This is an optimization exercise on Yosys and OpenROAD, whose aim is small area, not a production implementation.
Only simulation tests tie the RTL to the original design; equivalence was not proved.

## window_mult_pipe
module window_mult_pipe #(
  parameter int K   = 3,
  parameter int NI  = 8,
  parameter int NF  = 8,
  parameter int LAT = 2,
  parameter int CW  = 5
) (
  input  logic                            clk,
  input  logic                            rst_n,
  input  logic                            in_valid,
  output logic                            in_ready,
  input  logic                            sgn_i,
  input  logic [K*K*NI-1:0]               i_flat,
  input  logic [K*K*NF-1:0]               f_flat,
  input  logic [CW-1:0]                   row_in,
  input  logic [CW-1:0]                   col_in,
  input  logic                            done_in,
  output logic                            out_valid,
  input  logic                            out_ready,
  output logic [K*K*(NI+NF)-1:0]          d_flat,
  output logic [CW-1:0]                   row_out,
  output logic [CW-1:0]                   col_out,
  output logic                            done_out,
  output logic [NI+NF+$clog2(K*K)-1:0]    sum_o
);
  localparam int N  = K * K;
  localparam int W  = NI + NF;
  localparam int SW = W + $clog2(N);
  localparam int SB = 2 * CW + 1;
  logic w_en;
  assign w_en     = !out_valid || out_ready;
  assign in_ready = w_en;
  logic [2:0] r_vld;
  always_ff @(posedge clk or negedge rst_n) begin
    if (!rst_n)    r_vld <= '0;
    else if (w_en) r_vld <= {r_vld[1:0], in_valid};
  end
  assign out_valid = r_vld[2];
  logic [N*NI-1:0] r1_i;
  logic [N*NF-1:0] r1_f;
  logic            r1_s;
  logic [SB-1:0]   r1_sb, r2_sb, r3_sb;
  logic [N*W-1:0]  r2_d, r3_d;
  logic [N*W-1:0]  w_prod;
  for (genvar e = 0; e < N; e++) begin : g_lane
    wm_mul u_mul (.p(r1_i[e*NI +: NI]), .pn(~r1_i[e*NI +: NI]), .s(r1_s), .f(r1_f[e*NF +: NF]),
                  .fn(~r1_f[e*NF +: NF]), .u(~(r1_f[e*NF +: NF] ^ {NF{r1_s}})),
                  .y(w_prod[e*W +: W]));
  end
  always_ff @(posedge clk) begin
    if (w_en) begin
      r1_i  <= i_flat;
      r1_f  <= f_flat;
      r1_s  <= sgn_i;
      r1_sb <= {done_in, col_in, row_in};
      r2_d  <= w_prod;
      r2_sb <= r1_sb;
      r3_d  <= r2_d;
  ...
For scale: ~0.032 sq mm of cells after synthesis.
Settings: LEC_CHECK=0, CAP_MARGIN=20, CORE_MARGIN=2, CORE_UTILIZATION=76, PLACE_DENSITY=0.86, SLEW_MARGIN=20, SYNTH_HIERARCHICAL=1; clock period 6.5 ns.
standard.sh (not shown) runs the stock make flow with config.mk's settings and CLKGATE_MAP_FILE= SYNTH_SCRIPT=/design/flow/synth_recipe.tcl, a recipe that flattens the netlist after the stock synthesis.
==> flow/flow/run.sh <==
#!/bin/bash
# The standard layout, with the port buffers made of the smallest buffer and a clock tree
# without dummy loads. Each tool's output goes to orfs/logs; make's own output to flow_make.log.
set -euo pipefail
bash standard.sh \
  "BUFFER_PORTS_ARGS=-buffer_cell sky130_fd_sc_hd__buf_1" \
  "CTS_ARGS=-sink_clustering_enable -repair_clock_nets -dont_use_dummy_load -sink_clustering_size 18 -sink_clustering_max_diameter 60 -buf_list {sky130_fd_sc_hd__clkbuf_8}" \
  finish > flow_make.log 2>&1
The first run went through all stages and came out clean.
Then changed:
--- a/flow/design.v
+++ b/flow/design.v
@@ -260,40 +260,44 @@
   wire s208, c209;
   wm_fa u_fa210 (.a(s89), .b(s92), .c(c206), .s(s208), .co(c209));
   wire s211, c212;
   wm_fa u_fa213 (.a(s107), .b(s104), .c(c209), .s(s211), .co(c212));
   wire s214, c215;
   wm_fa u_fa216 (.a(s125), .b(s128), .c(c212), .s(s214), .co(c215));
   wire s217, c218;
   wm_fa u_fa219 (.a(c129), .b(s146), .c(c215), .s(s217), .co(c218));
   wire s220, c221;
   wm_fa u_fa222 (.a(c147), .b(s161), .c(c218), .s(s220), .co(c221));
   wire s223, c224;
-  wm_fa u_fa225 (.a(c162), .b(s173), .c(c221), .s(s223), .co(c224));
+  wm_ha u_ha225 (.a(c162), .b(s173), .s(s223), .co(c224));
   wire s226, c227;
   wm_fa u_fa228 (.a(c174), .b(s182), .c(c224), .s(s226), .co(c227));
   wire s229, c230;
-  wm_ha u_ha231 (.a(s188), .b(c183), .s(s229), .co(c230));
+  wm_fa u_fa231 (.a(s188), .b(c183), .c(c227), .s(s229), .co(c230));
   wire s232, c233;
   wm_fa u_fa234 (.a(s191), .b(c189), .c(c230), .s(s232), .co(c233));
   wire s235, c236;
   wm_fa u_fa237 (.a(n194), .b(c192), .c(c233), .s(s235), .co(c236));
   wire x238 = pp64 ^ x195 ^ c236;
-  wire y239 = s229 ^ c227;
-  wire k240 = c227 & s229;
-  wire y241 = s232 ^ k240;
-  wire k242 = k240 & s232;
-  wire y243 = s235 ^ k242;
-  wire k244 = k242 & s235;
-  wire y245 = x238 ^ k244;
-  assign y = {y245, y243, y241, y239, s226, s223, s220, s217, s214, s211, s208, s205, s202, s199, s196, pp1};
+  wire y239 = s223 ^ c221;
+  wire k240 = c221 & s223;
+  wire y241 = s226 ^ k240;
+  wire k242 = k240 & s226;
+  wire y243 = s229 ^ k242;
+  wire k244 = k242 & s229;
+  wire y245 = s232 ^ k244;
+  wire k246 = k244 & s232;
+  wire y247 = s235 ^ k246;
+  wire k248 = k246 & s235;
+  wire y249 = x238 ^ k248;
+  assign y = {y249, y247, y245, y243, y241, y239, s220, s217, s214, s211, s208, s205, s202, s199, s196, pp1};
 endmodule
 module wm_sum (
   input  logic [143:0] d,
   output logic [19:0]  y
 );
   wire t1 = ~d[15];
   wire t2 = ~d[31];
   wire t3 = ~d[47];
   wire t4 = ~d[63];
   wire t5 = ~d[79];
   wire t6 = ~d[95];
First-iteration DRC count is higher by 6.6%.
Critical path depth does not change.
Worst setup slack is better by 0.076 ns.
Global-route usage is higher by 0.73 points.
Non-clock buffer count is higher by 2.

-- what the ideal ports hide --
How much do the figures lean on ideal ports? The routed layouts below were timed once more, with nothing changed but the port constraints. Step 1 (the two cells are an assumption about what drives the block):
set clk [get_ports {clk}]
set_driving_cell -lib_cell sky130_fd_sc_hd__clkbuf_16 $clk
set_driving_cell -lib_cell sky130_fd_sc_hd__buf_2 [delete_from_list [all_inputs] $clk]
Step 2 times the ports against the registers' clock, not the clock port: input delays grow and output delays shrink by t, the midpoint of the rising clock arrivals with the driver on. Three values: ideal, step 1, step 2; two values: the first two.
| run | shift t [ns] | slack for setup (ns) | hold WS [ns] |
|---|---|---|---|
| the first run | 0.666 | 0.082 / 0.032 / 0.464 | 0.383 / 0.383 / 0.383 |
| the second run | 0.679 | 0.158 / 0.103 / 0.644 | 0.386 / 0.386 / 0.386 |
After both steps every run listed still meets setup and hold.
